What follows belongs to an exercise in optimizing a design on an open flow for small area, a short achievable clock period and few clock cycles per item; a production flow would make more cautious choices.
Where RTL was checked, it was by simulation tests only, not by an equivalence proof against the original.
For runs 1 and 2, only the layout was checked, not whether the RTL still works.
Power is estimated from default activity; no workload was simulated.

==> design/flow/design.v <==
`timescale 1ns / 1ps
package dxtdec_pkg;
    localparam int PIX_IDX_W = 24;
    localparam logic [1:0] CFG_IDX_FORMAT = 2'd0;
    localparam logic [1:0] CFG_IDX_WIDTH  = 2'd1;
    localparam logic [1:0] CFG_IDX_HEIGHT = 2'd2;
    typedef struct packed {
        logic        fmt_dxt5;
        logic [12:0] width;
        logic [12:0] height;
    } t_cfg;
    typedef struct packed {
        logic [3:0][31:0]          pal;
        logic [7:0][7:0]           apal;
        logic [31:0]               cidx;
        logic [47:0]               aidx;
        logic                      dxt5;
        logic [PIX_IDX_W-1:0]      base;
        logic [PIX_IDX_W-1:0]      step;
        logic                      last_img;
    } t_blk;
    typedef struct packed {
        logic full;
        logic empty;
    } t_q_stat;
endpackage
`timescale 1ns / 1ps
module dxt1_dxt5_block_decoder_core #(
    parameter int MAX_DIMENSION = 4096
) (
    input  logic         i_clk,
    input  logic         i_rst_n,
    input  logic         i_cfg_valid,
    output logic         o_cfg_ready,
    input  logic [1:0]   i_cfg_index,
    input  logic [12:0]  i_cfg_data,
    input  logic         s_axis_tvalid,
    output logic         s_axis_tready,
    input  logic [127:0] s_axis_tdata,    
    output logic         m_axis_tvalid,
    input  logic         m_axis_tready,
    output logic [55:0]  m_axis_tdata,    
    output logic         m_axis_tlast,
    output logic [0:0]   m_axis_tuser     
);
    localparam logic [1:0] AM_INTERP = 2'd0;
    localparam logic [1:0] AM_ZERO   = 2'd1;
    localparam logic [1:0] AM_FULL   = 2'd2;
    function automatic logic [10:0] blkdim(input logic [12:0] v);
        if (v[12]) begin
            blkdim = 11'd1024;
        end else if (v[11:2] == 10'd0) begin
            blkdim = 11'd1;
        end else begin
            blkdim = {1'b0, v[11:2]};
        end
    endfunction
    function automatic logic [23:0] expand565(input logic [15:0] v);
        expand565 = {v[4:0], v[4:2], v[10:5], v[10:9], v[15:11], v[15:13]};
    endfunction
    function automatic logic [7:0] div3(input logic [9:0] n);
        logic r1, r0, t1, t0, b;
        logic [9:0] q;
        r1 = 1'b0;
        r0 = 1'b0;
        for (int i = 9; i >= 0; i--) begin
            b    = n[i];
            q[i] = r1 | (r0 & b);
            t1   = (r0 & !b) | (r1 & b);
            t0   = (!r1 & !r0 & b) | (r1 & !b);
            r1   = t1;
            r0   = t0;
        end
        div3 = q[7:0];
    endfunction
    function automatic logic [8:0] divmod57(input logic [7:0] d, input logic seven);
        logic [2:0] r7, r5;
        logic [3:0] s;
        logic [7:0] q7, q5;
        r7 = 3'd0;
        r5 = 3'd0;
        for (int i = 7; i >= 0; i--) begin
            s     = st7({r7, d[i]});
            q7[i] = s[3];
            r7    = s[2:0];
            s     = st5({r5, d[i]});
            q5[i] = s[3];
            r5    = s[2:0];
        end
        divmod57 = seven ? {q7[5:0], r7} : {q5[5:0], r5};
    endfunction
    function automatic logic [2:0] galpha(input logic [6:0] v);
        case (v)
            7'd0: galpha = 3'd0;
            7'd1: galpha = 3'd0;
            7'd2: galpha = 3'd0;
            7'd3: galpha = 3'd0;
            7'd4: galpha = 3'd0;
            7'd5: galpha = 3'd0;
            7'd6: galpha = 3'd0;
            7'd7: galpha = 3'd0;
            7'd8: galpha = 3'd0;
            7'd9: galpha = 3'd0;
            7'd10: galpha = 3'd0;
            7'd11: galpha = 3'd0;
            7'd12: galpha = 3'd0;
            7'd13: galpha = 3'd1;
            7'd14: galpha = 3'd1;
            7'd15: galpha = 3'd1;
            7'd16: galpha = 3'd0;
            7'd17: galpha = 3'd0;
            7'd18: galpha = 3'd0;
            7'd19: galpha = 3'd1;
            7'd20: galpha = 3'd1;
            7'd21: galpha = 3'd2;
            7'd22: galpha = 3'd2;
            7'd23: galpha = 3'd2;
            7'd24: galpha = 3'd0;
            7'd25: galpha = 3'd0;
            7'd26: galpha = 3'd1;
            7'd27: galpha = 3'd1;
            7'd28: galpha = 3'd2;
            7'd29: galpha = 3'd3;
            7'd30: galpha = 3'd3;
            7'd31: galpha = 3'd4;
            7'd32: galpha = 3'd0;
            7'd33: galpha = 3'd0;
            7'd34: galpha = 3'd1;
            7'd35: galpha = 3'd2;
            7'd36: galpha = 3'd3;
            7'd37: galpha = 3'd4;
            7'd38: galpha = 3'd4;
            7'd39: galpha = 3'd5;
            7'd40: galpha = 3'd0;
            7'd41: galpha = 3'd1;
            7'd42: galpha = 3'd2;
            7'd43: galpha = 3'd3;
            7'd44: galpha = 3'd4;
            7'd45: galpha = 3'd5;
            7'd46: galpha = 3'd6;
            7'd47: galpha = 3'd7;
            7'd48: galpha = 3'd0;
            7'd49: galpha = 3'd1;
            7'd50: galpha = 3'd2;
            7'd51: galpha = 3'd3;
            7'd52: galpha = 3'd4;
            7'd53: galpha = 3'd6;
            7'd54: galpha = 3'd7;
            7'd55: galpha = 3'd0;
            7'd56: galpha = 3'd0;
            7'd57: galpha = 3'd1;
            7'd58: galpha = 3'd2;
            7'd59: galpha = 3'd4;
            7'd60: galpha = 3'd5;
            7'd61: galpha = 3'd7;
            7'd62: galpha = 3'd0;
            7'd63: galpha = 3'd1;
            7'd64: galpha = 3'd0;
            7'd65: galpha = 3'd0;
            7'd66: galpha = 3'd0;
            7'd67: galpha = 3'd0;
            7'd68: galpha = 3'd0;
            7'd69: galpha = 3'd0;
            7'd70: galpha = 3'd0;
            7'd71: galpha = 3'd0;
            7'd72: galpha = 3'd0;
            7'd73: galpha = 3'd1;
            7'd74: galpha = 3'd1;
            7'd75: galpha = 3'd1;
            7'd76: galpha = 3'd1;
            7'd77: galpha = 3'd1;
            7'd78: galpha = 3'd1;
            7'd79: galpha = 3'd1;
            7'd80: galpha = 3'd0;
            7'd81: galpha = 3'd1;
            7'd82: galpha = 3'd1;
            7'd83: galpha = 3'd1;
            7'd84: galpha = 3'd2;
            7'd85: galpha = 3'd2;
            7'd86: galpha = 3'd2;
            7'd87: galpha = 3'd2;
            7'd88: galpha = 3'd0;
            7'd89: galpha = 3'd1;
            7'd90: galpha = 3'd1;
            7'd91: galpha = 3'd2;
            7'd92: galpha = 3'd2;
            7'd93: galpha = 3'd3;
            7'd94: galpha = 3'd3;
            7'd95: galpha = 3'd3;
            7'd96: galpha = 3'd0;
            7'd97: galpha = 3'd1;
            7'd98: galpha = 3'd2;
            7'd99: galpha = 3'd2;
            7'd100: galpha = 3'd3;
            7'd101: galpha = 3'd3;
            7'd102: galpha = 3'd4;
            7'd103: galpha = 3'd4;
            7'd104: galpha = 3'd0;
            7'd105: galpha = 3'd1;
            7'd106: galpha = 3'd2;
            7'd107: galpha = 3'd3;
            7'd108: galpha = 3'd3;
            7'd109: galpha = 3'd4;
            7'd110: galpha = 3'd5;
            7'd111: galpha = 3'd5;
            7'd112: galpha = 3'd0;
            7'd113: galpha = 3'd1;
            7'd114: galpha = 3'd2;
            7'd115: galpha = 3'd3;
            7'd116: galpha = 3'd4;
            7'd117: galpha = 3'd5;
            7'd118: galpha = 3'd6;
            7'd119: galpha = 3'd6;
            7'd120: galpha = 3'd0;
            7'd121: galpha = 3'd1;
            7'd122: galpha = 3'd2;
            7'd123: galpha = 3'd3;
            7'd124: galpha = 3'd4;
            7'd125: galpha = 3'd5;
            7'd126: galpha = 3'd6;
            7'd127: galpha = 3'd7;
            default: galpha = 3'd0;
        endcase
    endfunction
    function automatic logic [3:0] st7(input logic [3:0] v);
        case (v)
            4'd0: st7 = 4'd0;
            4'd1: st7 = 4'd1;
            4'd2: st7 = 4'd2;
            4'd3: st7 = 4'd3;
            4'd4: st7 = 4'd4;
            4'd5: st7 = 4'd5;
            4'd6: st7 = 4'd6;
            4'd7: st7 = 4'd8;
            4'd8: st7 = 4'd9;
            4'd9: st7 = 4'd10;
            4'd10: st7 = 4'd11;
            4'd11: st7 = 4'd12;
            4'd12: st7 = 4'd13;
            4'd13: st7 = 4'd14;
            4'd14: st7 = 4'd0;
            4'd15: st7 = 4'd0;
            default: st7 = 4'd0;
        endcase
    endfunction
    function automatic logic [3:0] st5(input logic [3:0] v);
        case (v)
            4'd0: st5 = 4'd0;
            4'd1: st5 = 4'd1;
            4'd2: st5 = 4'd2;
            4'd3: st5 = 4'd3;
            4'd4: st5 = 4'd4;
            4'd5: st5 = 4'd8;
            4'd6: st5 = 4'd9;
            4'd7: st5 = 4'd10;
            4'd8: st5 = 4'd11;
            4'd9: st5 = 4'd12;
            4'd10: st5 = 4'd0;
            4'd11: st5 = 4'd0;
            4'd12: st5 = 4'd0;
            4'd13: st5 = 4'd0;
            4'd14: st5 = 4'd0;
            4'd15: st5 = 4'd0;
            default: st5 = 4'd0;
        endcase
    endfunction
    logic        r_fmt;
    logic [10:0] r_bw, r_bh;
    assign o_cfg_ready = 1'b1;
    always_ff @(posedge i_clk) begin
        if (!i_rst_n) begin
            r_fmt <= 1'b0;
            r_bw  <= 11'd1;
            r_bh  <= 11'd1;
        end else if (i_cfg_valid) begin
            if (i_cfg_index == 2'd0) r_fmt <= i_cfg_data[0];
            if (i_cfg_index == 2'd1) r_bw  <= blkdim(i_cfg_data);
            if (i_cfg_index == 2'd2) r_bh  <= blkdim(i_cfg_data);
        end
    end
    logic [9:0]   r_col, r_row;
    logic [19:0]  r_rbq;           
    logic         r_busy;          
    logic [3:0]   r_it;
    logic         r_rdy;           
    logic         r_bv;            
    logic [63:0]  r_lo, r_hi;
    logic         r_bfmt;
    logic [10:0]  r_bbw;
    logic         r_lc, r_lr;
    logic [7:0]   r_bad;           
    logic         r_bseven;        
    logic [3:0]   r_k;             
    logic         r_cv;
    logic [29:0]  r_cn;            
    logic         r_cfour;
    logic [2:0]   r_cj;            
    logic [1:0]   r_cam;           
    logic         r_pseven;
    logic [7:0]   r_pa0;           
    logic [5:0]   r_pq;
    logic [2:0]   r_pr;
    logic         r_ov;
    logic [31:0]  r_rgba;
    logic [21:0]  r_idx;
    logic [3:0]   r_ok;            
    logic         r_blast;         
    logic w_acc, w_go, w_sel, w_first, w_pend, w_wwrite, w_bset, w_step;
    logic w_bv_n, w_busy_n;
    logic [19:0] w_aug, w_add, w_sum;
    logic [10:0] w_col1, w_row1;
    assign w_acc    = s_axis_tvalid && r_rdy;
    assign w_go     = r_cv && (!r_ov || m_axis_tready);
    assign w_sel    = r_bv && (!r_cv || w_go);
    assign w_first  = w_go && (r_ok == 4'd0);
    assign w_pend   = (r_bv && r_k == 4'd0) || (r_cv && r_ok == 4'd0);
    assign w_wwrite = i_cfg_valid && (i_cfg_index == 2'd1);
    assign w_bset   = w_wwrite && ((r_row != 10'd0) || r_bv || r_cv || w_acc);
    assign w_step   = r_busy && !w_pend;
    assign w_col1 = {1'b0, r_col} + 11'd1;
    assign w_row1 = {1'b0, r_row} + 11'd1;
    assign w_aug = w_step ? {r_rbq[18:0], 1'b0} : r_rbq;
    assign w_add = w_step ? ((r_it != 4'd10 && r_row[r_it]) ? 20'(r_bw) : 20'd0) : 20'(r_bbw);
    assign w_sum = w_aug + w_add;
    assign w_bv_n   = w_acc ? 1'b1 : (w_sel && r_k == 4'd15) ? 1'b0 : r_bv;
    assign w_busy_n = w_bset ? 1'b1 : (w_step && r_it == 4'd0) ? 1'b0 : r_busy;
    always_ff @(posedge i_clk) begin
        if (!i_rst_n) begin
            r_col  <= 10'd0;
            r_row  <= 10'd0;
            r_rbq  <= 20'd0;
            r_busy <= 1'b0;
            r_it   <= 4'd0;
            r_rdy  <= 1'b1;
            r_bv   <= 1'b0;
            r_k    <= 4'd0;
            r_cv   <= 1'b0;
            r_ok   <= 4'd0;
            r_ov   <= 1'b0;
        end else begin
            r_bv   <= w_bv_n;
            r_busy <= w_busy_n;
            r_rdy  <= !w_bv_n && !w_busy_n;
            if (w_sel) r_k <= r_k + 4'd1;
            r_cv <= w_sel || (r_cv && !w_go);
            if (w_go) r_ok <= r_ok + 4'd1;
            r_ov <= w_go || (r_ov && !m_axis_tready);
            if (w_bset) begin
                r_it <= 4'd10;
            end else if (w_step) begin
                r_it <= r_it - 4'd1;
                r_rbq <= (r_it == 4'd10) ? 20'd0 : w_sum;
            end
            if (w_first) begin
                if (r_lc) begin
                    r_col <= 10'd0;
                    if (r_lr) begin
                        r_row <= 10'd0;
                        r_rbq <= 20'd0;
                    end else begin
                        r_row <= w_row1[9:0];
                        r_rbq <= w_sum;
                    end
                end else begin
                    r_col <= w_col1[9:0];
                end
            end
        end
    end
    logic [7:0] w_ia0, w_ia1;
    assign w_ia0 = s_axis_tdata[7:0];
    assign w_ia1 = s_axis_tdata[15:8];
    always_ff @(posedge i_clk) begin
        if (r_rdy) begin
            r_lo     <= s_axis_tdata[63:0];
            r_hi     <= s_axis_tdata[127:64];
            r_bfmt   <= r_fmt;
            r_bbw    <= r_bw;
            r_lc     <= (w_col1 >= r_bw);
            r_lr     <= (w_row1 >= r_bh);
            r_bseven <= (w_ia0 > w_ia1);
            r_bad    <= (w_ia0 > w_ia1) ? (w_ia0 - w_ia1) : (w_ia1 - w_ia0);
        end
    end
    logic [63:0] w_cw;
    logic [15:0] w_c0, w_c1;
    logic [23:0] w_e0, w_e1;
    logic [1:0]  w_ci;
    logic [2:0]  w_ai;
    logic        w_four, w_zero, w_sx, w_sy;
    logic [7:0]  w_ex, w_ey;
    logic [29:0] w_n;
    logic [2:0]  w_j;
    logic [1:0]  w_am;
    always_comb begin
        w_cw   = r_bfmt ? r_hi : r_lo;
        w_c0   = w_cw[15:0];
        w_c1   = w_cw[31:16];
        w_e0   = expand565(w_c0);
        w_e1   = expand565(w_c1);
        w_ci   = w_cw[32 + 2 * r_k +: 2];
        w_ai   = r_lo[16 + 3 * r_k +: 3];
        w_four = r_bfmt || (w_c0 > w_c1);
        w_zero = !w_four && (w_ci == 2'd3);
        w_sx   = w_ci[0];
        w_sy   = w_ci[0] ^ w_ci[1];
        for (int ch = 0; ch < 3; ch++) begin
            w_ex = w_sx ? w_e1[ch*8 +: 8] : w_e0[ch*8 +: 8];
            w_ey = w_sy ? w_e1[ch*8 +: 8] : w_e0[ch*8 +: 8];
            if (w_zero) begin
                w_n[ch*10 +: 10] = 10'd0;
            end else if (w_four) begin
                w_n[ch*10 +: 10] = {1'b0, w_ex, 1'b0} + {2'b00, w_ey};
            end else begin
                w_n[ch*10 +: 10] = {2'b00, w_ex} + {2'b00, w_ey};
            end
        end
        case (w_ai)
            3'd0:    w_j = 3'd0;
            3'd1:    w_j = r_bseven ? 3'd7 : 3'd5;
            default: w_j = w_ai - 3'd1;
        endcase
        if (!r_bfmt) begin
            w_am = w_zero ? AM_ZERO : AM_FULL;
        end else if (!r_bseven && w_ai == 3'd6) begin
            w_am = AM_ZERO;
        end else if (!r_bseven && w_ai == 3'd7) begin
            w_am = AM_FULL;
        end else begin
            w_am = AM_INTERP;
        end
    end
    logic [8:0] w_qr;
    assign w_qr = divmod57(r_bad, r_bseven);
    always_ff @(posedge i_clk) begin
        if (w_sel) begin
            r_cn    <= w_n;
            r_cfour <= w_four;
            r_cj    <= w_j;
            r_cam   <= w_am;
            if (r_k == 4'd0) begin
                r_pseven <= r_bseven;
                r_pa0    <= r_bseven ? ~r_lo[7:0] : r_lo[7:0];
                r_pq     <= w_qr[8:3];
                r_pr     <= w_qr[2:0];
            end
        end
    end
    logic [23:0] w_rgb;
    logic [2:0]  w_g;
    logic [7:0]  w_z, w_alpha;
    always_comb begin
        for (int ch = 0; ch < 3; ch++) begin
            w_rgb[ch*8 +: 8] = r_cfour ? div3(r_cn[ch*10 +: 10]) : r_cn[ch*10+1 +: 8];
        end
        w_g = galpha({r_pseven, r_cj, r_pr});
        w_z = r_pa0 + (r_cj[0] ? 8'(r_pq) : 8'd0) + (r_cj[1] ? 8'({r_pq, 1'b0}) : 8'd0)
            + (r_cj[2] ? 8'({r_pq, 2'b00}) : 8'd0) + 8'(w_g);
        case (r_cam)
            AM_ZERO: w_alpha = 8'd0;
            AM_FULL: w_alpha = 8'd255;
            default: w_alpha = r_pseven ? ~w_z : w_z;
        endcase
    end
    always_ff @(posedge i_clk) begin
        if (w_go) begin
            r_rgba <= {w_alpha, w_rgb};
            if (r_ok == 4'd0) begin
                r_idx   <= {r_rbq, 2'b00} + 22'(r_col);
                r_blast <= r_lc && r_lr;
            end else if (r_ok[1:0] == 2'd0) begin
                r_idx <= r_idx + 22'(r_bbw);
            end
        end
    end
    assign s_axis_tready = r_rdy;
    assign m_axis_tvalid = r_ov;
    assign m_axis_tdata  = {r_idx, r_ok[1:0] - 2'd1, r_rgba};
    assign m_axis_tlast  = (r_ok == 4'd0);
    assign m_axis_tuser  = (r_ok == 4'd0) && r_blast;
endmodule
==> design/flow/run.sh <==
#!/bin/bash
# synth_recipe.tcl (not shown) runs the flow's synth.tcl, then flattens the netlist and writes it again
# the make line also repeats each setting of config.mk as NAME=value (left out here)
make -C /OpenROAD-flow-scripts/flow DESIGN_CONFIG=/design/flow/config.mk WORK_HOME=/design/flow/orfs CLKGATE_MAP_FILE= SYNTH_SCRIPT=/design/flow/synth_recipe.tcl finish
==> design/flow/config.mk <==
export PLATFORM = sky130hd
export DESIGN_NAME = dxt1_dxt5_block_decoder_core
export DESIGN_NICKNAME = dxt1_dxt5_block_decoder_core
export VERILOG_FILES = /design/flow/design.v
export SDC_FILE = /design/flow/constraint.sdc
export NUM_CORES = 4
export LEC_CHECK = 0
export CAP_MARGIN = 20
export CORE_MARGIN = 2
export CORE_UTILIZATION = 40
export SETUP_SLACK_MARGIN = 4
export SLEW_MARGIN = 20
==> design/flow/constraint.sdc <==
create_clock -name core_clock -period 9.0 [get_ports {i_clk}]
set_input_delay 1.8000 -clock core_clock [delete_from_list [all_inputs] [get_ports {i_clk}]]
set_output_delay 1.8000 -clock core_clock [all_outputs]
set_load 0.01 [all_outputs]
==> impl_results.md, run 1 <==
* Status: timing/DRC/antenna clean
* Total grt overflow at 0
* CTS tree: yes
* # DRC at 0
* Drt pass-1 iters at 6
* Post-Route WL at approximately 62000 um
* Peak supply drop at around 0.16 mV
* Slowest stage delay, CP at 540 ps
* Max clock buf depth at 3
* Most frequent cells in the layout: nand2_1, edfxtp_1, clkdlybuf4s50_1
* Half-perimeter wire length after placement at 45750 um
* Num rows at 88
* Worst Skew at 25.42 ps
* Vert. Die Dim at 244.7 um
* PD cells at 269.6 nW/um2
* Total of flip-flops plus latches after synthesis at 340
* CP most frequent cell: a21o_1
* 1st-iter DRT viols at between 1000 and 1500
* Final hold viol count at 0
* Vias at 18180
* Sequential area share after synthesis at between 40% and 50%
* H-tree levels at 2
* Post-Synthesis Cells at ~2400
* WL/cell at between 15 and 20 um
* CP Data Arrival Time at around 5000 ps
* Startpoint Class: flip-flop
* Root Buffer: clkbuf_16
* Unrepaired setup endpoints after global routing: no
* Final period utilization at 53.23%
* I/O Pins at between 200 and 250
* Cts hold-fix bufs at 0
* Critical path's slowest cell: mux4_2
* First-pass GRT wire length at around 97000 um
* Vias in the first global route at ~17000
* Seq pwr share at 29.4%
* Die width at approximately 240 um
* Filler instances at between 5000 and 6000
* Most common cell after layout, fill and taps aside: nand2_1
* Cell Chain, Critical Path: buf_6 -> mux4_2 -> mux4_2 -> mux2_2 -> ha_4 -> buf_4 -> nand2_1 -> o21a_2 -> ha_1 -> a21o_1 -> a21o_1 -> a21o_1 -> a21oi_2 -> nor2b_1 -> o21ai_0 -> nand2_1 -> xor2_1 -> a21o_1
* Crit Path Class: reg -> reg
* Largest net degree at the start of global routing at between 80 and 90
* Worst slew margin at slightly below 30%
* Area after DPL at between 20000 and 30000 um2
* Syn_nets at around 2700
* Post-synth EDFFs at between 200 and 300
* Hold Path Class: reg -> reg
* Initial antenna violation count at 6
* Post-DRT Antenna Nets at 0
* Starting Density at between 40% and 50%
* Final Setup Violations at 0
* Max-slew violations at 0
* # nets final at between 2000 and 3000
* Syn Area/Cell at about 9.8 um2
* Mapped cell area at 23180 um2
* R2r worst-path depth at 18
* Core ar. at 57480 um2
* Clk sink count at 340
* Clock power share at about a fifth
* Total GRT Usage at around 20%
* Post-DR vias/cell at 5.438
* Post-synth cell types at 80
* Crit-path max FO at 13
* Leakage at about 11 nW
* Fmax at 0.2087 GHz
* Fin Setup TNS at 0 ps
* Clock transition at path regs at ~60 ps
* Switching share of power at between 30% and 40%
* Worst EP required at 9300 ps
* Design area at ~28000 um2
* Max cap viols at 0
* Worst Max-Slew Pin Slew at 1068 ps
* Min-Delay Path Depth at 2
* FFs w/ async S/R, synth at 0%
* Core Util, Final at 48.29%
* Clock latency at the later pin of the worst-skew pair at ~560 ps
* Layout area overhead at 19.73%
* Period minus WS final at 4790 ps
* Synth warn at 1
* Worst Setup End Kind: flip-flop
* Cell Int Power at 4.608 mW
* Final total power at 7.484 mW
* Switching power at roughly 2.9 mW
* Layout cells sized above 1 at 9.783%
* Port bufs at roughly 210
* Logic pwr share at approximately 50%
* Primary FF master, synth: edfxtp_1
* Final GP Congestion at 0.8412
* Die area at between 50000 and 60000 um2
* Clock buffer count from CTS at 40
[timing repair]
action,in CTS,in global routing
cloned,0,1
setup endpoints to repair,42,28
resized for setup,19,53
buffers inserted,16,15
pin swaps,3,6
[cells in the mapped netlist, drive strengths merged (54+ instances only)]
cell type  instances  share of area [%]
a21oi            152                3.3
clkbuf            90                1.5
dfxtp             80                6.9
edfxtp           260                 34
ha               174                9.4
inv              159                2.6
mux2i             64                2.9
nand2            285                4.6
nor2             147                2.4
nor2b             58                1.6
o21ai            144                3.1
xnor2             90                3.4
xor2              54                2.0
[cell families (layout without fill, tap and decap cells)]
logic type	Yosys count	in the layout	share of synthesized area (%)
flops	340	340	40.59
xor+xnor	144	144	5.440
fa+ha+maj	200	200	11.59
mux	128	128	7.685
simple gates	695	695	14.04
compound gates	579	579	16.05
buf+inv	276	489	4.587
other cells	1	3	0.01618
[power by group through the flow]
stage               combinational [mW]  clock, mW  sequential [mW]
finish                            3.68       1.60             2.20
global placement                  3.33          0             2.25
detailed placement                3.44          0             2.26
CTS                               3.55       1.64             2.20
floorplan                         2.73          0             2.16
global route                      4.10       1.70             2.23
[critical path, delay by kind of cell (launching register included)]
family,cells,cell delay (ps)
XOR/XNOR,1,140
AO/OA/AOI/OAI,7,1320
multiplexers,3,1350
buffers and inverters,2,410
adder cells (fa/ha/maj),2,590
flip-flops,1,490
AND/OR/NAND/NOR,3,210
[final timing paths]
path	startpoint	end	slack (ps)
setup / recovery	r_k[0]$_SDFFE_PN0P_	r_cn[18]$_SDFFCE_PP0P_	4210
hold / removal	r_bh[5]$_SDFFE_PN0P_	r_bh[5]$_SDFFE_PN0P_	460
setup reg to reg	r_k[0]$_SDFFE_PN0P_	r_cn[18]$_SDFFCE_PP0P_	4210
hold reg to reg	r_bh[5]$_SDFFE_PN0P_	r_bh[5]$_SDFFE_PN0P_	460
[through the flow]
stage,setup WS [ps],instances,hold WS [ps]
floorplan,4006,2363,407.6
global placement,2647,3239,459.0
detailed placement,2626,3239,460.6
CTS,3938,3325,468.3
global route,3967,3341,495.3
finish,4210,3343,463.9
[final cells by class]
cell class	instances	area, um2	share of cell area [%]
Antenna cell	2	5.005	0.01803
Clock buffer	48	1105	3.980
Clock inverter	22	177.7	0.6401
Inverter	161	605.6	2.182
Multi-Input combinational cell	1747	12950	46.66
Sequential cell	340	9418	33.93
Tap cell	765	957.2	3.448
Timing Repair Buffer	258	2536	9.137
[flip-flops by register name (all words and copies together), names as in the netlist, 2 cells and up]
register / count
r_cn: 30
r_col: 10
r_bad: 8
r_bbw: 11
r_cj: 3
r_bh: 11
r_lo: 64
r_cam: 2
r_row: 10
r_k: 4
r_idx: 22
r_hi: 64
r_bw: 11
r_pr: 3
r_rgba: 32
r_it: 4
r_ok: 4
r_pa0: 8
r_rbq: 20
r_pq: 6
[routing by layer]
metal  global-route usage, %  routed length [um]
met5                       0                   0
met4                   6.115                1635
met3                   2.821                3398
met2                   31.85               27690
met1                   29.12               29030
==> run 2, diff against run 1 <==
--- a/design/flow/config.mk
+++ b/design/flow/config.mk
@@ -9,4 +9,3 @@
 export CORE_MARGIN = 2
 export CORE_UTILIZATION = 40
-export SETUP_SLACK_MARGIN = 4
 export SLEW_MARGIN = 20
==> run 2 against run 1 <==
  * Still clean
  * Clock-buffer cell count rose by 3
  * Synthesized cell count is the same
  * Sequential power about the same
  * Die area did not move
  * Largest cell class unchanged
  * Largest power group unchanged
  * Highest routed layer unchanged
==> impl_results.md, run 2 <==
* Final hold viol count at 0 (unchanged)
* Sequential area share after synthesis at 40.59% (unchanged)
* First-pass GRT wire length at 95990 um (-0.69%)
* 1st-iter DRT viols at 1220 (-5.4%)
* Clock buffer count from CTS at 40 (unchanged)
* Vias in the first global route at 17600 (+1.0%)
* Starting Density at 40.34% (unchanged)
* Cts hold-fix bufs at 0 (unchanged)
* Post-synth EDFFs at 260 (unchanged)
* Post-synth cell types at 80 (unchanged)
* Primary FF master, synth: edfxtp_1
* Fin Setup TNS at 0 ps (unchanged)
* Crit Path Class: reg -> reg
* Total grt overflow at 0 (unchanged)
* CP most frequent cell: a21oi_1
* Gr busiest metal: met2
* Max-slew violations at 0 (unchanged)
* Top post-synthesis cells by count: nand2_1, edfxtp_1, ha_1
* Synth top area share at 33.68% (unchanged)
* Synth area leader: edfxtp_1
* Max clock buf depth at 3 (unchanged)
* Startpoint Class: flip-flop
* Final GP Congestion at 0.8579 (+2.0%)
* Cell Chain, Critical Path: mux4_2 -> mux4_2 -> o21ai_1 -> clkinv_1 -> ha_1 -> nor2_1 -> a21oi_1 -> ha_1 -> inv_1 -> fa_1 -> nor2b_1 -> o21ai_0 -> nand2b_1 -> a21oi_1 -> o21ai_0 -> a21o_1 -> a21oi_1 -> o31ai_1
* H-tree levels at 2 (unchanged)
* Synth warn at 1 (unchanged)
* Post-Route WL at 61050 um (-1.1%)
* Root Buffer: clkbuf_16
* Syn_nets at 2710 (unchanged)
* Critical path's slowest cell: ha_1
* Slowest stage delay, CP at 1170 ps (+630 ps)
* Hold Path Class: reg -> reg
* CP Data Arrival Time at 7430 ps (+2340 ps)
* Status: timing/DRC/antenna clean
* Total GRT Usage at 20.18% (-0.14 points)
* Die area at 59900 um2 (unchanged)
* Global Route met2 Usage at 31.66% (-0.19 points)
* Total of flip-flops plus latches after synthesis at 340 (unchanged)
* Max cap viols at 0 (unchanged)
* Clock latency at the later pin of the worst-skew pair at 570 ps (about the same)
* Num rows at 88 (unchanged)
* Cell with the most instances after synthesis: nand2_1
* Post-DR vias/cell at 5.427 (-0.20%)
* CTS tree: yes
* Layout cells sized above 1 at 6.795% (-3.0 points)
* Worst EP required at 9370 ps (+70 ps)
* Worst Setup End Kind: flip-flop
* Filler instances at 5383 (+1.4%)
* PD cells at 270.4 nW/um2 (+0.28%)
* Final period utilization at 78.51% (+25 points)
* Clock transition at path regs at 60 ps (about the same)
* Met1 Use GR at 28.16% (-0.96 points)
* Post-Synthesis Cells at 2363 (unchanged)
* Worst Skew at 24.71 ps (-0.7125 ps)
* Crit-path max FO at 31 (+18)
* Layout area overhead at 17.83%
* Unrepaired setup endpoints after global routing: no
* Largest net degree at the start of global routing at 86 (+4.9%)
* WL/cell at 18.43 um (-0.25%)
* # nets final at 2862 (-1.1%)
* Leakage at 10.63 nW (-1.9%)
* Mapped cell area at 23180 um2 (unchanged)
* Port bufs at 206 (unchanged)
* Post_cts resized at 0 (-19)
* Most frequent cells in the layout: nand2_1, edfxtp_1, clkdlybuf4s50_1
* Most common cell after layout, fill and taps aside: nand2_1
* Peak supply drop at 0.1996 mV (+22%)
* FFs w/ async S/R, synth at 0% (unchanged)
* Clk sink count at 340 (unchanged)
* I/O Pins at 209 (unchanged)
* Met3 usage at 3.346% (+0.52 points)
* Initial antenna violation count at 4 (-2)
* Syn Area/Cell at 9.811 um2 (unchanged)
* Core ar. at 57480 um2 (unchanged)
* Worst slew margin at 28.11% (-0.71 points)
* Core Util, Final at 47.53% (-0.77 points)
* Setup Buffers After CTS at 0 (-16)
* Die width at 244.7 um (unchanged)
* Vert. Die Dim at 244.7 um (unchanged)
* Final Setup Violations at 0 (unchanged)
* Drt pass-1 iters at 5 (-1)
* Vias at 17980 (-1.1%)
* Half-perimeter wire length after placement at 46110 um (+0.79%)
* Period minus WS final at 7066 ps (+2275 ps)
* # DRC at 0 (unchanged)
* Post-DRT Antenna Nets at 0 (unchanged)
* Worst Max-Slew Pin Slew at 1078 ps (+10.72 ps)
* Leading registers by flop count: r_hi (64), r_lo (64), r_rgba (32)
* Fmax at 0.1415 GHz (-32%)
* Leading post-synthesis cells by cell area: edfxtp_1, ha_1, dfxtp_1
## run 2: cell counts after synthesis
Identical to the previous run, type by type.
## run 2: layout make-up
type | count | area, um2 | area share (%)
Multi-Input combinational cell | 1747 | 12740 | 46.63
Sequential cell | 340 | 9414 | 34.46
Timing Repair Buffer | 225 | 2220 | 8.126
Clock buffer | 51 | 1150 | 4.209
Tap cell | 765 | 957.2 | 3.504
Inverter | 161 | 604.3 | 2.212
Clock inverter | 22 | 227.7 | 0.8336
Antenna cell | 2 | 5.005 | 0.01832
## run 2: final timing paths
check        depth (start not counted)  slack [ps]           startpoint                      to
max                                 18        1930  r_k[1]$_SDFFE_PN0P_  r_cn[28]$_SDFFCE_PP0P_
min                                  0         450   r_fmt$_SDFFE_PN0P_        r_bfmt$_DFFE_PP_
max reg2reg                         18        1930  r_k[1]$_SDFFE_PN0P_  r_cn[28]$_SDFFCE_PP0P_
min reg2reg                          0         450   r_fmt$_SDFFE_PN0P_        r_bfmt$_DFFE_PP_
## run 2: cells by family (layout without fill, tap and decap cells)
kind of cell               Yosys count  in the layout  share of synthesized area (%)
and+or+nand+nor                    695            695                          14.04
AOI/OAI and AO/OA                  579            579                          16.05
DFF                                340            340                          40.59
buffers and inverters              276            459                          4.587
adders and majority gates          200            200                          11.59
xor gates and xnor gates           144            144                          5.440
muxes                              128            128                          7.685
other                                1              3                        0.01618
## run 2: through the flow
step	hold slack [ps]	setup slack (ps)	instances	power, mW	area [um2]
4_1_cts	452.6	1938	3310	7.419	27280
6_report	446.1	1934	3313	7.386	27320
3_3_place_gp	457.8	2078	3237	5.551	25900
5_1_grt	460.7	1378	3313	7.926	27320
2_1_floorplan	407.6	3540	2363	4.882	23180
3_5_place_dp	439.3	1986	3237	5.685	25900
## run 2: where the power goes
| part | internal, mW | switching (mW) |
|---|---|---|
| Clock | 1.02 | 0.678 |
| Combinational | 1.54 | 1.91 |
| Sequential | 2.00 | 0.232 |
## run 2: layer usage
layer  vias up  routed length (um)
met5         -                   0
met4         0                1787
met3        99                3575
met2       540               27060
met1      8577               28630
li1       8762                   -
## run 2: worst max-delay path, delay by kind of cell, from the launching register on
family / cells / cell delay, ps
adder cells (fa/ha/maj): 3 / 1850
AO/OA/AOI/OAI: 8 / 1820
multiplexers: 2 / 1090
buffers and inverters: 2 / 830
flip-flops: 1 / 900
AND/OR/NAND/NOR: 3 / 360
==> run 3, diff against run 2 <==
--- a/design/flow/design.v
+++ b/design/flow/design.v
@@ -60,15 +60,12 @@
     endfunction
     function automatic logic [7:0] div3(input logic [9:0] n);
-        logic r1, r0, t1, t0, b;
+        logic [1:0] r;
+        logic [3:0] t;
         logic [9:0] q;
-        r1 = 1'b0;
-        r0 = 1'b0;
-        for (int i = 9; i >= 0; i--) begin
-            b    = n[i];
-            q[i] = r1 | (r0 & b);
-            t1   = (r0 & !b) | (r1 & b);
-            t0   = (!r1 & !r0 & b) | (r1 & !b);
-            r1   = t1;
-            r0   = t0;
+        r = 2'd0;
+        for (int i = 4; i >= 0; i--) begin
+            t = st3({r, n[2*i +: 2]});
+            q[2*i +: 2] = t[3:2];
+            r = t[1:0];
         end
         div3 = q[7:0];
@@ -265,4 +262,25 @@
         endcase
     endfunction
+    function automatic logic [3:0] st3(input logic [3:0] v);
+        case (v)
+            4'd0: st3 = 4'd0;
+            4'd1: st3 = 4'd1;
+            4'd2: st3 = 4'd2;
+            4'd3: st3 = 4'd4;
+            4'd4: st3 = 4'd5;
+            4'd5: st3 = 4'd6;
+            4'd6: st3 = 4'd8;
+            4'd7: st3 = 4'd9;
+            4'd8: st3 = 4'd10;
+            4'd9: st3 = 4'd12;
+            4'd10: st3 = 4'd13;
+            4'd11: st3 = 4'd14;
+            4'd12: st3 = 4'd0;
+            4'd13: st3 = 4'd0;
+            4'd14: st3 = 4'd0;
+            4'd15: st3 = 4'd0;
+            default: st3 = 4'd0;
+        endcase
+    endfunction
     logic        r_fmt;
     logic [10:0] r_bw, r_bh;
@@ -280,5 +298,5 @@
     end
     logic [9:0]   r_col, r_row;
-    logic [19:0]  r_rbq;           
+    logic [21:0]  r_bb;            
     logic         r_busy;          
     logic [3:0]   r_it;
@@ -292,4 +310,6 @@
     logic         r_bseven;        
     logic [3:0]   r_k;             
+    logic [1:0]   r_nci;           
+    logic [2:0]   r_nai;           
     logic         r_cv;
     logic [29:0]  r_cn;            
@@ -306,7 +326,8 @@
     logic [3:0]   r_ok;            
     logic         r_blast;         
-    logic w_acc, w_go, w_sel, w_first, w_pend, w_wwrite, w_bset, w_step;
+    logic w_acc, w_go, w_sel, w_first, w_pend, w_wwrite, w_bset, w_step, w_nrow;
     logic w_bv_n, w_busy_n;
-    logic [19:0] w_aug, w_add, w_sum;
+    logic [21:0] w_aug, w_add, w_sum;
+    logic [11:0] w_rm;
     logic [10:0] w_col1, w_row1;
     assign w_acc    = s_axis_tvalid && r_rdy;
@@ -316,18 +337,30 @@
     assign w_pend   = (r_bv && r_k == 4'd0) || (r_cv && r_ok == 4'd0);
     assign w_wwrite = i_cfg_valid && (i_cfg_index == 2'd1);
-    assign w_bset   = w_wwrite && ((r_row != 10'd0) || r_bv || r_cv || w_acc);
+    assign w_nrow   = w_first && r_lc && !r_lr;
+    assign w_bset   = (w_wwrite && ((r_row != 10'd0) || r_bv || r_cv || w_acc)) || w_nrow;
     assign w_step   = r_busy && !w_pend;
     assign w_col1 = {1'b0, r_col} + 11'd1;
     assign w_row1 = {1'b0, r_row} + 11'd1;
-    assign w_aug = w_step ? {r_rbq[18:0], 1'b0} : r_rbq;
-    assign w_add = w_step ? ((r_it != 4'd10 && r_row[r_it]) ? 20'(r_bw) : 20'd0) : 20'(r_bbw);
+    assign w_rm  = {r_row, 2'b00};
+    always_comb begin
+        if (!w_step) begin
+            w_aug = r_bb;
+            w_add = 22'd1;
+        end else if (r_it == 4'd12) begin
+            w_aug = r_bb;
+            w_add = 22'(r_col);
+        end else begin
+            w_aug = (r_it == 4'd0) ? 22'd0 : {r_bb[20:0], 1'b0};
+            w_add = w_rm[4'd11 - r_it] ? 22'(r_bw) : 22'd0;
+        end
+    end
     assign w_sum = w_aug + w_add;
     assign w_bv_n   = w_acc ? 1'b1 : (w_sel && r_k == 4'd15) ? 1'b0 : r_bv;
-    assign w_busy_n = w_bset ? 1'b1 : (w_step && r_it == 4'd0) ? 1'b0 : r_busy;
+    assign w_busy_n = w_bset ? 1'b1 : (w_step && r_it == 4'd12) ? 1'b0 : r_busy;
     always_ff @(posedge i_clk) begin
         if (!i_rst_n) begin
             r_col  <= 10'd0;
             r_row  <= 10'd0;
-            r_rbq  <= 20'd0;
+            r_bb   <= 22'd0;
             r_busy <= 1'b0;
             r_it   <= 4'd0;
@@ -347,8 +380,8 @@
             r_ov <= w_go || (r_ov && !m_axis_tready);
             if (w_bset) begin
-                r_it <= 4'd10;
+                r_it <= 4'd0;
             end else if (w_step) begin
-                r_it <= r_it - 4'd1;
-                r_rbq <= (r_it == 4'd10) ? 20'd0 : w_sum;
+                r_it <= r_it + 4'd1;
+                r_bb <= w_sum;
             end
             if (w_first) begin
@@ -357,11 +390,11 @@
                     if (r_lr) begin
                         r_row <= 10'd0;
-                        r_rbq <= 20'd0;
+                        r_bb  <= 22'd0;
                     end else begin
                         r_row <= w_row1[9:0];
-                        r_rbq <= w_sum;
                     end
                 end else begin
                     r_col <= w_col1[9:0];
+                    r_bb  <= w_sum;
                 end
             end
@@ -383,4 +416,15 @@
         end
     end
+    logic [3:0] w_k1;
+    assign w_k1 = r_k + 4'd1;
+    always_ff @(posedge i_clk) begin
+        if (r_rdy) begin
+            r_nci <= r_fmt ? s_axis_tdata[97:96] : s_axis_tdata[33:32];
+            r_nai <= s_axis_tdata[18:16];
+        end else if (w_sel) begin
+            r_nci <= r_bfmt ? r_hi[32 + 2 * w_k1 +: 2] : r_lo[32 + 2 * w_k1 +: 2];
+            r_nai <= r_lo[16 + 3 * w_k1 +: 3];
+        end
+    end
     logic [63:0] w_cw;
     logic [15:0] w_c0, w_c1;
@@ -399,6 +443,6 @@
         w_e0   = expand565(w_c0);
         w_e1   = expand565(w_c1);
-        w_ci   = w_cw[32 + 2 * r_k +: 2];
-        w_ai   = r_lo[16 + 3 * r_k +: 3];
+        w_ci   = r_nci;
+        w_ai   = r_nai;
         w_four = r_bfmt || (w_c0 > w_c1);
         w_zero = !w_four && (w_ci == 2'd3);
@@ -467,5 +511,5 @@
             r_rgba <= {w_alpha, w_rgb};
             if (r_ok == 4'd0) begin
-                r_idx   <= {r_rbq, 2'b00} + 22'(r_col);
+                r_idx   <= r_bb;
                 r_blast <= r_lc && r_lr;
             end else if (r_ok[1:0] == 2'd0) begin
--- a/design/flow/config.mk
+++ b/design/flow/config.mk
@@ -9,3 +9,4 @@
 export CORE_MARGIN = 2
 export CORE_UTILIZATION = 40
+export SETUP_SLACK_MARGIN = 5
 export SLEW_MARGIN = 20
==> run 3 against run 2 <==
  * Still clean on timing, DRC and antenna
  * Synthesized cell count down 1.7%
  * Global-route usage down 0.39 points
  * Via count up 0.20%
  * Non-clock buffer count up 86
  * Register-to-register slack better by 2600 ps
  * First-iteration DRC count down 12%
  * Clock power up 8%
  * Worst hold slack better by 17 ps
  * Clock skew down 0.73 ps
  * Wire length up 0.54%
  * Die area up 0.32%
  * Critical path type unchanged
  * Critical endpoint is now r_pr[0]$_DFFE_PP_
==> impl_results.md, run 3 <==
* Status: timing/DRC/antenna clean
* Max cap viols at 0 (unchanged)
* Mapped cell area at 23260 um2 (+0.33%)
* H-tree levels at 2 (unchanged)
* Synth area leader: edfxtp_1
* Synth Area in Adders at 12.71% (+1.1 points)
* Period minus WS final at 4487 ps (-2579 ps)
* Switching share of power at 37.43% (-0.74 points)
* Crit Path Class: reg -> reg
* Syn_nets at 2693 (-0.63%)
* Leakage at 11.41 nW (+7.3%)
* Post-synth cell types at 82 (+2.5%)
* Global Route met2 Usage at 32.36% (+0.70 points)
* Fin Setup TNS at 0 ps (unchanged)
* Logic pwr share at 49.9% (+3.2 points)
* Simple-Gate Fraction of Synth Area at 13.60% (-0.44 points)
* WL/cell at 18.18 um (-1.3%)
* Clock buffer count from CTS at 42 (+5.0%)
* Most common cell after layout, fill and taps aside: edfxtp_1
* Critical path's slowest cell: mux4_2
* Worst EP required at 9330 ps (-40 ps)
* Post-Synthesis Cells at 2324 (-1.7%)
* Num rows at 88 (unchanged)
* First-pass GRT wire length at 94750 um (-1.3%)
* Die width at 245.1 um (+0.16%)
* Worst Max-Slew Pin Slew at 990.6 ps (-87.77 ps)
* Layout area overhead at 25.08%
* Peak supply drop at 0.1473 mV (-26%)
* Cell Int Power at 5.110 mW (+12%)
* CTS tree: yes
* CP Data Arrival Time at 4810 ps (-2620 ps)
* Leading post-synthesis cells by cell area: edfxtp_1, ha_1, dfxtp_1
* Final period utilization at 49.86% (-29 points)
* Vias in the first global route at 17680 (+0.47%)
* Post-synth EDFFs at 265 (+1.9%)
* # nets final at 2946 (+2.9%)
* I/O Pins at 209 (unchanged)
* Total grt overflow at 0 (unchanged)
* Largest family of logic cells by synthesized area: compound AO/OA/AOI/OAI gates
* Initial antenna violation count at 8 (+4)
* PD cells at 280.7 nW/um2 (+3.8%)
* Total of flip-flops plus latches after synthesis at 347 (+2.1%)
* Gr busiest metal: met2
* Worst Hold Slack at 463.1 ps (+17.02 ps)
* Worst Setup End Kind: flip-flop
* Slowest stage delay, CP at 510 ps (-660 ps)
* Met1 Use GR at 26.82% (-1.3 points)
* Cell with the most instances after synthesis: edfxtp_1
* Startpoint Class: flip-flop
* Multiplexer area fraction after synthesis at 9.026% (+1.3 points)
* Max clock buf depth at 3 (unchanged)
* Drt pass-1 iters at 7 (+2)
* # DRC at 0 (unchanged)
* Final hold viol count at 0 (unchanged)
* Layout cells sized above 1 at 16.51% (+9.7 points)
* Seq pwr share at 27.6% (-2.6 points)
* XOR/XNOR Fraction of Synth Area at 4.669% (-0.77 points)
* Sequential area share after synthesis at 41.27% (+0.68 points)
* Clock transition at path regs at 60 ps (about the same)
* Syn Area/Cell at 10.01 um2 (+2.0%)
* Post-Route WL at 61380 um (+0.54%)
* Synth warn at 1 (unchanged)
* Worst slew margin at 33.76% (+5.6 points)
* Cell Chain, Critical Path: nand2_2 -> nand2_4 -> ha_4 -> nor2b_1 -> mux4_2 -> buf_6 -> mux2_4 -> nand3_4 -> inv_6 -> ha_4 -> mux2_4 -> mux2i_4 -> ha_4 -> buf_4 -> nand3_2 -> a21oi_2 -> a311oi_2 -> mux2i_2 -> inv_1 -> ha_2 -> mux2i_1 -> mux2i_1 -> mux2_4
* Top post-synthesis cells by count: edfxtp_1, nand2_1, ha_1
* Crit-path max FO at 4 (-87%)
* Clock latency at the later pin of the worst-skew pair at 590 ps (+20 ps)
* Clock power share at 22.6% (-0.4 points)
* Met3 usage at 3.182% (-0.16 points)
* 1st-iter DRT viols at 1079 (-12%)
* Compound-Gate Fraction of Synth Area at 14.20% (-1.8 points)
* Leading registers by flop count: r_hi (64), r_lo (64), r_rgba (32)
* FFs w/ async S/R, synth at 0% (unchanged)
* Die area at 60090 um2 (+0.32%)
* Starting Density at 40.39% (+0.055 points)
* Worst Skew at 23.98 ps (-0.7337 ps)
* Total GRT Usage at 19.79% (-0.39 points)
* Clk sink count at 347 (+2.1%)
* Port bufs at 206 (unchanged)
* Fmax at 0.2229 GHz (+57%)
* Max-slew violations at 0 (unchanged)
* Synth top area share at 34.21% (+0.54 points)
* Largest net degree at the start of global routing at 91 (+5.8%)
* Core ar. at 57590 um2 (+0.19%)
* Hold Path Class: reg -> reg
* Half-perimeter wire length after placement at 43470 um (-5.7%)
* Unrepaired setup endpoints after global routing: yes
* Post-DR vias/cell at 5.336 (-1.7%)
* Vert. Die Dim at 245.1 um (+0.16%)
* Root Buffer: clkbuf_16
* Post-DRT Antenna Nets at 0 (unchanged)
* Most frequent cells in the layout: edfxtp_1, nand2_1, clkdlybuf4s50_1
* Primary FF master, synth: edfxtp_1
* Final GP Congestion at 0.8348 (-2.7%)
* Switching power at 3.057 mW (+8.4%)
* Final Setup Violations at 0 (unchanged)
* Vias at 18010 (+0.20%)
[run 3: cell count changes in the layout (fill, tap and decap cells not counted), sizes merged, moves of 14 or more]
cell	change
mux2	+27
a31oi	+14
ha	+23
buf	+81
and2	-20
xnor2	-16
o31ai	-18
nor2	+32
nand2	-44
clkdlybuf4s50	-16
a21boi	-18
nand3	+17
[run 3: path summary, 6_finish.rpt]
kind	start	endpoint	slack (ps)	cells after the start
worst max-delay path	r_bad[6]$_DFFE_PP_	r_pr[0]$_DFFE_PP_	4510	23
worst min-delay path	r_bh[4]$_SDFFE_PN0P_	r_bh[4]$_SDFFE_PN0P_	460	2
worst max register to register	r_bad[6]$_DFFE_PP_	r_pr[0]$_DFFE_PP_	4510	23
worst min register to register	r_bh[4]$_SDFFE_PN0P_	r_bh[4]$_SDFFE_PN0P_	460	2
[run 3: logic make-up (layout without fill, tap and decap cells)]
kind of cell	Yosys count	in the layout
simple gates	680	681
xor+xnor	124	124
compound gates	525	525
other cells	1	2
flops	347	347
buf+inv	272	557
fa+ha+maj	222	222
mux	153	153
[run 3: power by group through the flow]
| stage | Combinational (mW) | Clock, mW | Sequential, mW |
|---|---|---|---|
| after floorplan | 2.86 | 0 | 2.22 |
| after global placement | 3.45 | 0 | 2.31 |
| after detailed placement | 3.57 | 0 | 2.31 |
| after CTS | 3.88 | 1.88 | 2.25 |
| after global routing | 4.52 | 1.93 | 2.28 |
| final | 4.07 | 1.84 | 2.25 |
[run 3: layout make-up]
class / instances / area [um2]
well taps: 765 / 957.2
clock inverters: 26 / 350.3
multi-input cells: 1706 / 13350
repair buffers: 311 / 2994
clock buffers: 51 / 1157
inverters: 169 / 659.4
fillers: 5193 / 28490
diodes: 1 / 2.502
flip-flops and latches: 347 / 9619
[run 3: through the flow]
step                power, mW  std cells  util, %  area (um2)  setup WS [ps]
CTS                     8.012       3345    49.65       28590           4583
detailed placement      5.887       3207    45.49       26200           3211
global placement        5.758       3207    45.49       26200           3240
global route            8.733       3376    50.52       29090           4305
finish                  8.167       3376    50.52       29090           4513
floorplan               5.082       2324        -       23580           4308
[run 3: worst max-delay path: cells and delay by family (launching register included)]
kind	cells	cell delay [ps]
buffers and inverters	4	390
AO/OA/AOI/OAI	2	230
flip-flops	1	460
multiplexers	8	2040
AND/OR/NAND/NOR	5	460
adder cells (fa/ha/maj)	4	650
[run 3: repair_timing]
action                     4_1_cts  5_1_grt
cloned                           3        2
pin swaps                       47       47
hold buffers                     0        0
gates resized for setup        118       83
setup endpoints to repair       89       39
buffers inserted                58       28
hold endpoints to repair         0        0
[run 3: routing by layer]
metal	up-vias	part of all wire (%)
li1	8884	-
met1	8634	46
met2	391	47
met3	93	4.6
met4	12	2.6
met5	-	0.13
Testbench counts of run 3, summed over its fixed seeds: cycles 17,440, items 16,384.
==> run 4, diff against run 3 <==
--- a/design/flow/config.mk
+++ b/design/flow/config.mk
@@ -6,4 +6,5 @@
 export NUM_CORES = 4
 export LEC_CHECK = 0
+export ABC_AREA = 1
 export CAP_MARGIN = 20
 export CORE_MARGIN = 2
==> run 4 against run 3 <==
  * Clock power is 7% lower
  * Flip-flop and latch count is the same
  * Synthesized cell count is 19% higher
  * Die area fell by 0.62%
  * Core utilization shrank 1.3 points
  * Design area down 2.9%
  * Largest power group unchanged
  * Via count up 10%
  * Sequential power about the same
==> impl_results.md, run 4 <==
* Worst EP required at 9480 ps (+150 ps)
* Cts hold-fix bufs at 0 (unchanged)
* Most common cell after layout, fill and taps aside: nand2_1
* Leading registers by flop count: r_hi (64), r_lo (64), r_rgba (32)
* Fin Setup TNS at 0 ps (unchanged)
* Drt pass-1 iters at 6 (-1)
* Synth warn at 1 (unchanged)
* Leading post-synthesis cells by cell area: edfxtp_1, ha_1, nand2_1
* CP Data Arrival Time at 4460 ps (-350 ps)
* Antenna cells at 0 (-1)
* Total GRT Usage at 21.51% (+1.7 points)
* Worst slew margin at 30.97% (-2.8 points)
* Worst Hold Slack at 457.3 ps (-5.826 ps)
* Post-DRT Antenna Nets at 0 (unchanged)
* Max cap viols at 0 (unchanged)
* Layout cells sized above 1 at 9.768% (-6.7 points)
* Primary FF master, synth: edfxtp_1
* Total grt overflow at 0 (unchanged)
* 1st-iter DRT viols at 1359 (+26%)
* Post-synth EDFFs at 265 (unchanged)
* PD cells at 282.9 nW/um2 (+0.77%)
* Worst Setup End Kind: flip-flop
* Clock latency at the later pin of the worst-skew pair at 570 ps (-20 ps)
* Final Setup Violations at 0 (unchanged)
* H-tree levels at 2 (unchanged)
* Startpoint Class: primary input
* Post-Synthesis Cells at 2755 (+19%)
* Period minus WS final at 3982 ps (-504.8 ps)
* Vert. Die Dim at 244.4 um (-0.31%)
* Unrepaired setup endpoints after global routing: yes
* Worst Max-Slew Pin Slew at 1035 ps (+44.82 ps)
* Clk sink count at 347 (unchanged)
* Final hold viol count at 0 (unchanged)
* Die area at 59720 um2 (-0.62%)
* Dpl cells at 3657 (+14%)
* Initial antenna violation count at 0 (-8)
* Max-slew violations at 0 (unchanged)
* Crit-path max FO at 13 (+9)
* Fmax at 0.2511 GHz (+13%)
* Largest net degree at the start of global routing at 79 (-13%)
* Port bufs at 206 (unchanged)
* Non-Filler Instances at 3785 (+12%)
* Most frequent cells in the layout: nand2_1, inv_1, edfxtp_1
* Clock buffer count from CTS at 41 (-2.4%)
* Max clock buf depth at 3 (unchanged)
* Worst Skew at 29.31 ps (+5.339 ps)
* Crit Path Class: in -> reg
* Vias at 19900 (+10%)
* Half-perimeter wire length after placement at 48030 um (+10%)
* Top post-synthesis cells by count: nand2_1, inv_1, edfxtp_1
* Root Buffer: clkbuf_16
* Final GP Congestion at 0.8764 (+5.0%)
* Synth area leader: edfxtp_1
* WL/cell at 17.17 um (-5.5%)
* Mapped cell area at 23110 um2 (-0.63%)
* Final period utilization at 44.25% (-5.6 points)
* CTS tree: yes
* Post-DR vias/cell at 5.258 (-1.5%)
* Syn_nets at 3124 (+16%)
* First-pass GRT wire length at 103300 um (+9.1%)
* Layout area overhead at 22.18%
* Hold Path Class: reg -> reg
* # DRC at 0 (unchanged)
* Starting Density at 40.29% (-0.10 points)
* # nets final at 3358 (+14%)
* Cell with the most instances after synthesis: nand2_1
* Post-Route WL at 65010 um (+5.9%)
* Peak supply drop at 0.1369 mV (-7.1%)
* Status: timing/DRC/antenna clean
* Total of flip-flops plus latches after synthesis at 347 (unchanged)
* Synth top area share at 34.43% (+0.22 points)
* Die width at 244.4 um (-0.31%)
* Leakage at 11.97 nW (+4.9%)
* Num rows at 88 (unchanged)
* Sequential area share after synthesis at 41.53% (+0.26 points)
* Syn Area/Cell at 8.390 um2 (-16%)
* Core ar. at 57370 um2 (-0.38%)
* Post-synth cell types at 60 (-27%)
* Clock transition at path regs at 60 ps (about the same)
* FFs w/ async S/R, synth at 0% (unchanged)
* I/O Pins at 209 (unchanged)
* Vias in the first global route at 19460 (+10%)
run 4: cell types whose count changed in the layout (fill, tap and decap cells not counted), sizes merged, moves of 38 or more:
| cell | change |
|---|---|
| a21oi | +63 |
| buf | -38 |
| inv | +210 |
| mux2 | -58 |
| mux2i | -40 |
| nand2 | +300 |
| nand3 | +103 |
| nor2b | -49 |
| o21ai | +122 |
| xnor2 | -52 |
run 4: cell families after synthesis:
group                    share of synthesized area, %
buffers and inverters                           7.617
other                                         0.01622
AND/OR/NAND/NOR                                 18.12
multiplexers                                   0.7795
AO/OA/AOI/OAI                                   15.78
flip-flops                                      41.53
XOR/XNOR                                        3.410
adder cells (fa/ha/maj)                         12.74
run 4: cell type report:
cell class | instances | area [um2]
fillers | 5429 | 29120
well taps | 765 | 957.2
multi-input cells | 1945 | 12150
inverters | 383 | 1496
clock inverters | 29 | 305.3
flip-flops and latches | 347 | 9610
repair inverters | 1 | 7.507
repair buffers | 270 | 2638
clock buffers | 45 | 1072
run 4: path summary, 6_finish.rpt:
path / from / to / slack, ps / cells past startpoint
hold / removal: r_bw[3]$_SDFFE_PN0P_ / r_bbw[3]$_DFFE_PP_ / 460 / 0
setup / recovery: m_axis_tready / r_bb[4]$_SDFF_PN0_ / 5020 / 11
hold reg to reg: r_bw[3]$_SDFFE_PN0P_ / r_bbw[3]$_DFFE_PP_ / 460 / 0
setup reg to reg: r_ok[0]$_SDFFE_PN0P_ / r_bb[18]$_SDFF_PN0_ / 5020 / 29
run 4: report_power, final:
group          internal (mW)  switching [mW]
clock                   1.03           0.685
combinational           1.54            2.50
sequential              2.07           0.159
run 4: through the flow:
step / total power [mW] / util (%) / setup WS (ps) / area (um2)
2_1_floorplan: 5.082 / - / 4992 / 23200
3_3_place_gp: 5.906 / 45.25 / 3586 / 25960
3_5_place_dp: 6.032 / 45.25 / 3599 / 25960
4_1_cts: 7.857 / 48.51 / 4974 / 27830
5_1_grt: 8.662 / 49.23 / 4752 / 28240
6_report: 7.988 / 49.23 / 5018 / 28240
run 4: critical path: stages:
cell and delay (ps):
clkdlybuf4s50_1 460, inv_1 40, nand2_1 170, nand2_1 280
nor2_1 360, clkinvlp_4 230, nor2_4 290, clkinv_2 250
nand2_2 300, nand3_1 140, a21oi_1 150
run 4: metal layers:
layer | global-route usage [%] | routed length (um) | up-vias
li1 | - | - | 9868
met3 | 2.831 | 3311 | 93
met4 | 5.093 | 1327 | 0
met1 | 29.25 | 29830 | 9392
met2 | 36.34 | 30530 | 548
met5 | 0 | 0 | -
run 4: timing repair:
item | CTS | global route
gates cloned | 3 | 0
gates resized for setup | 69 | 71
setup endpoints to repair | 65 | 61
buffers inserted | 31 | 20
pin swaps | 17 | 29
==> run 5, diff against run 4 <==
==> design/flow/flow/run.sh (new file) <==
#!/bin/bash
set -o pipefail
echo 'export SETUP_SLACK_MARGIN = 6' >> config.mk
bash standard.sh > standard_run.log 2>&1
==> design/flow/standard.sh (new file) <==
#!/bin/bash
# synth_recipe.tcl (not shown) runs the flow's synth.tcl, then flattens the netlist and writes it again
# the make line also repeats each setting of config.mk as NAME=value (left out here)
make -C /OpenROAD-flow-scripts/flow DESIGN_CONFIG=/design/flow/config.mk WORK_HOME=/design/flow/orfs CLKGATE_MAP_FILE= SYNTH_SCRIPT=/design/flow/synth_recipe.tcl "${@:-finish}"
--- a/design/flow/config.mk
+++ b/design/flow/config.mk
@@ -10,4 +10,4 @@
 export CORE_MARGIN = 2
 export CORE_UTILIZATION = 40
-export SETUP_SLACK_MARGIN = 5
 export SLEW_MARGIN = 20
+export SETUP_SLACK_MARGIN = 6
removed: design/flow/run.sh
==> run 5 against run 4 <==
  * Clock skew rose by 15 ps
  * Wire length rose by 13%
  * Worst hold slack got worse by 26 ps
  * Area after synthesis did not move
  * Synthesized cell count did not move
  * Clock-buffer cell count rose by 8
  * Critical path type is now reg -> reg
  * Critical endpoint is now r_rgba[31]$_DFFE_PP_
==> impl_results.md, run 5 <==
* Status: timing/DRC/antenna clean
* Synth area leader: edfxtp_1
* Worst EP required at 9320 ps (-160 ps)
* Primary FF master, synth: edfxtp_1
* Logic pwr share at 61.3% (+11 points)
* Clock power share at 16.2% (-5.3 points)
* # DRC at 0 (unchanged)
* Total GRT Usage at 23.76% (+2.2 points)
* Half-perimeter wire length after placement at 48150 um (+0.26%)
* Mapped cell area at 23110 um2 (unchanged)
* First-pass GRT wire length at 113000 um (+9.3%)
* Vert. Die Dim at 244.4 um (unchanged)
* CP most frequent cell: fa_2
* Leading post-synthesis cells by cell area: edfxtp_1, ha_1, nand2_1
* Most frequent cells in the layout: nand2_1, inv_1, edfxtp_1
* Critical path's slowest cell: edfxtp_1
* Top post-synthesis cells by count: nand2_1, inv_1, edfxtp_1
* Synth top area share at 34.43% (unchanged)
* Post-synth cell types at 60 (unchanged)
* Sequential area share after synthesis at 41.53% (unchanged)
* Die width at 244.4 um (unchanged)
* Worst slew margin at 36.54% (+5.6 points)
* Total of flip-flops plus latches after synthesis at 347 (unchanged)
* Most common cell after layout, fill and taps aside: nand2_1
* Leakage at 13.64 nW (+14%)
* Core ar. at 57370 um2 (unchanged)
* Final GP Congestion at 0.8796 (+0.37%)
* Num rows at 88 (unchanged)
* Vias in the first global route at 21020 (+8.0%)
* Vias at 21320 (+7.1%)
* CP Data Arrival Time at 4240 ps (-220 ps)
* PD cells at 305.5 nW/um2 (+8.0%)
* Synth warn at 1 (unchanged)
* Area after DPL at 26370 um2 (+1.6%)
* Post-synth EDFFs at 265 (unchanged)
* Max-slew violations at 0 (unchanged)
* Largest net degree at the start of global routing at 70 (-11%)
* Starting Density at 40.29% (unchanged)
* Core Util, Final at 56.99% (+7.8 points)
* Worst Max-Slew Pin Slew at 951.9 ps (-83.57 ps)
* Cell Chain, Critical Path: inv_4 -> ha_4 -> o21ai_4 -> nor2_1 -> o21ai_1 -> o21ai_1 -> a21oi_2 -> a31oi_2 -> fa_2 -> fa_2 -> inv_2 -> fa_2 -> inv_2 -> ha_4 -> fa_2 -> nand3_2 -> nand2_2 -> xor2_2 -> xor2_1 -> nand2_1 -> nand2_1
* Leading registers by flop count: r_hi (64), r_lo (64), r_rgba (32)
* Design area at 32690 um2 (+16%)
* Period minus WS final at 3921 ps (-61.64 ps)
* I/O Pins at 209 (unchanged)
* Drt pass-1 iters at 5 (-1)
* Post-Route WL at 73320 um (+13%)
* Syn Area/Cell at 8.390 um2 (unchanged)
* Clk sink count at 347 (unchanged)
* Unrepaired setup endpoints after global routing: yes
* Filler instances at 4944 (-8.9%)
* H-tree levels at 2 (unchanged)
* WL/cell at 18.19 um (+5.9%)
* Clock buffer count from CTS at 40 (-2.4%)
* # nets final at 3601 (+7.2%)
* Cell class contributing the biggest share of worst-path delay: adder cells
* Port bufs at 206 (unchanged)
* Die area at 59720 um2 (unchanged)
* Syn_nets at 3124 (unchanged)
* Crit Path Class: reg -> reg
* Startpoint Class: flip-flop
* Initial antenna violation count at 3 (+3)
* 1st-iter DRT viols at 1482 (+9.1%)
* Hold Path Class: reg -> reg
* Layout area overhead at 41.43%
* Post-DR vias/cell at 5.290 (+0.61%)
* Area of the multi-input gates at 14520 um2 (+19%)
* Final period utilization at 43.56% (-0.68 points)
* Root Buffer: clkbuf_16
* Worst Hold Slack at 431.7 ps (-25.59 ps)
* Max clock buf depth at 3 (unchanged)
* Final Setup Violations at 0 (unchanged)
* Cell with the most instances after synthesis: nand2_1
* Slowest stage delay, CP at 520 ps (+60 ps)
* Peak supply drop at 0.2273 mV (+66%)
* Clock latency at the later pin of the worst-skew pair at 610 ps (+40 ps)
* FFs w/ async S/R, synth at 0% (unchanged)
* Final total power at 9.988 mW (+25%)
* Layout cells sized above 1 at 30.21% (+20 points)
* Switching share of power at 43.40% (+1.6 points)
* Clock transition at path regs at 60 ps (about the same)
* Post-DRT Antenna Nets at 0 (unchanged)
* Seq. cell area at 9617 um2 (about the same)
* Worst Path Buf+Inv at 3 (-1)
* Max cap viols at 0 (unchanged)
* Post-Synthesis Cells at 2755 (unchanged)
* Cell Int Power at 5.653 mW (+22%)
* Worst Setup End Kind: flip-flop
* Fmax at 0.2551 GHz (+1.6%)
* Worst Skew at 44.67 ps (+15.36 ps)
* Fin Setup TNS at 0 ps (unchanged)
* Total grt overflow at 0 (unchanged)
* Crit-path max FO at 5 (-8)
* Seq pwr share at 22.5% (-5.5 points)
* CTS tree: yes
* Switching power at 4.335 mW (+30%)
* Final hold viol count at 0 (unchanged)
-- run 5: power by group through the flow --
stage,Sequential (mW),Combinational (mW),Clock (mW)
finish,2.25,6.12,1.62
global route,2.27,6.71,1.71
CTS,2.24,5.07,1.65
detailed placement,2.30,3.91,0
global placement,2.29,3.80,0
floorplan,2.24,3.00,0
-- run 5: kinds of logic (layout without fill, tap and decap cells) --
family,Yosys count,after routing,synth area share (%)
simple gates,965,967,18.12
compound gates,649,649,15.78
buf+inv,464,971,7.617
flops,347,347,41.53
fa+ha+maj,221,221,12.74
xor+xnor,90,90,3.410
mux,18,18,0.7795
other cells,1,3,0.01622
-- run 5: layout make-up --
type                       instances  share of cell area [%]
timing repair inverter            12                  0.2985
clock buffer                      53                   3.272
antenna                            2                 0.01531
timing repair buffer             502                   14.05
multi-input combinational       1946                   44.40
clock inverter                    21                  0.7081
inverter                         383                   4.911
tap                              765                   2.928
sequential                       347                   29.42
-- run 5: what timing repair did --
action / in CTS / in global routing
pin swaps: 134 / 188
gates resized for setup: 680 / 330
endpoints found under the setup margin: 267 / 153
gates cloned: 17 / 2
hold buffers: 0 / 0
buffers inserted: 205 / 77
-- run 5: layer usage --
metal / part of all wire, % / GRT usage [%] / vias up / wire (um)
li1: - / - / 10360 / -
met1: 44 / 31.55 / 10180 / 32240
met2: 48 / 40.40 / 653 / 35200
met3: 5.2 / 2.777 / 129 / 3826
met4: 2.8 / 7.586 / 0 / 2053
met5: 0 / 0 / - / 0
-- run 5: final timing paths --
kind | slack, ps | startpoint | cells after the start | to
setup / recovery | 5080 | r_pr[0]$_DFFE_PP_ | 21 | r_rgba[31]$_DFFE_PP_
hold / removal | 430 | r_bw[10]$_SDFFE_PN0P_ | 0 | r_bbw[10]$_DFFE_PP_
setup reg to reg | 5080 | r_pr[0]$_DFFE_PP_ | 21 | r_rgba[31]$_DFFE_PP_
hold reg to reg | 430 | r_bw[10]$_SDFFE_PN0P_ | 0 | r_bbw[10]$_DFFE_PP_
-- run 5: worst register-to-register path, cell delays in order (launching register included) --
cell      delay, ps
edfxtp_1        520
inv_4           150
ha_4            230
o21ai_4         120
nor2_1           50
o21ai_1         110
o21ai_1         100
a21oi_2         140
a31oi_2          60
fa_2            400
fa_2            360
inv_2            60
fa_2            180
inv_2            50
ha_4            150
fa_2            360
nand3_2          90
nand2_2          70
xor2_2          190
xor2_1          150
nand2_1          60
nand2_1          70
-- run 5: stage by stage --
stage	cells	worst slack (ps)
final	4031	5079
after global routing	4031	4876
after CTS	3950	5140
after detailed placement	3654	3657
after global placement	3654	3681
after floorplan	2755	5019

==> afterwards: timing with drivers on the ports <==
The flow's constraints put no driver on any port. The routed layouts listed below were extracted and timed again, unchanged, in two steps. Step 1: set_driving_cell puts a clkbuf_16 on i_clk and a buf_2 on each other input, an assumption about the parent block. Step 2 also shifts input and output timing later by t, the mid clock arrival at the registers, as if the neighbouring blocks saw the same clock. Three values: ideal, step 1, step 2; two values: the first two.
| run | t (ns) | slack for setup (ns) | clock arrival spread, ns | worst data-port slew with drivers (ns) |
|---|---|---|---|---|
| run 1 | 0.611 | 4.210 / 4.210 / 3.714 | 0.031 / 0.031 | 0.14 |
| run 2 | 0.619 | 1.934 / 1.934 / 1.934 | 0.025 / 0.025 | 0.15 |
| run 3 | 0.639 | 4.513 / 4.513 / 4.491 | 0.028 / 0.027 | 0.11 |
| run 4 | 0.613 | 5.018 / 5.018 / 4.435 | 0.030 / 0.029 | 0.10 |
| run 5 | 0.650 | 5.079 / 5.030 / 5.079 | 0.046 / 0.046 | 0.10 |
After both steps every run listed still meets setup and hold. For run 4, which loses most, drivers alone change the setup slack by 0.000 ns; drivers and shift together by -0.583 ns.
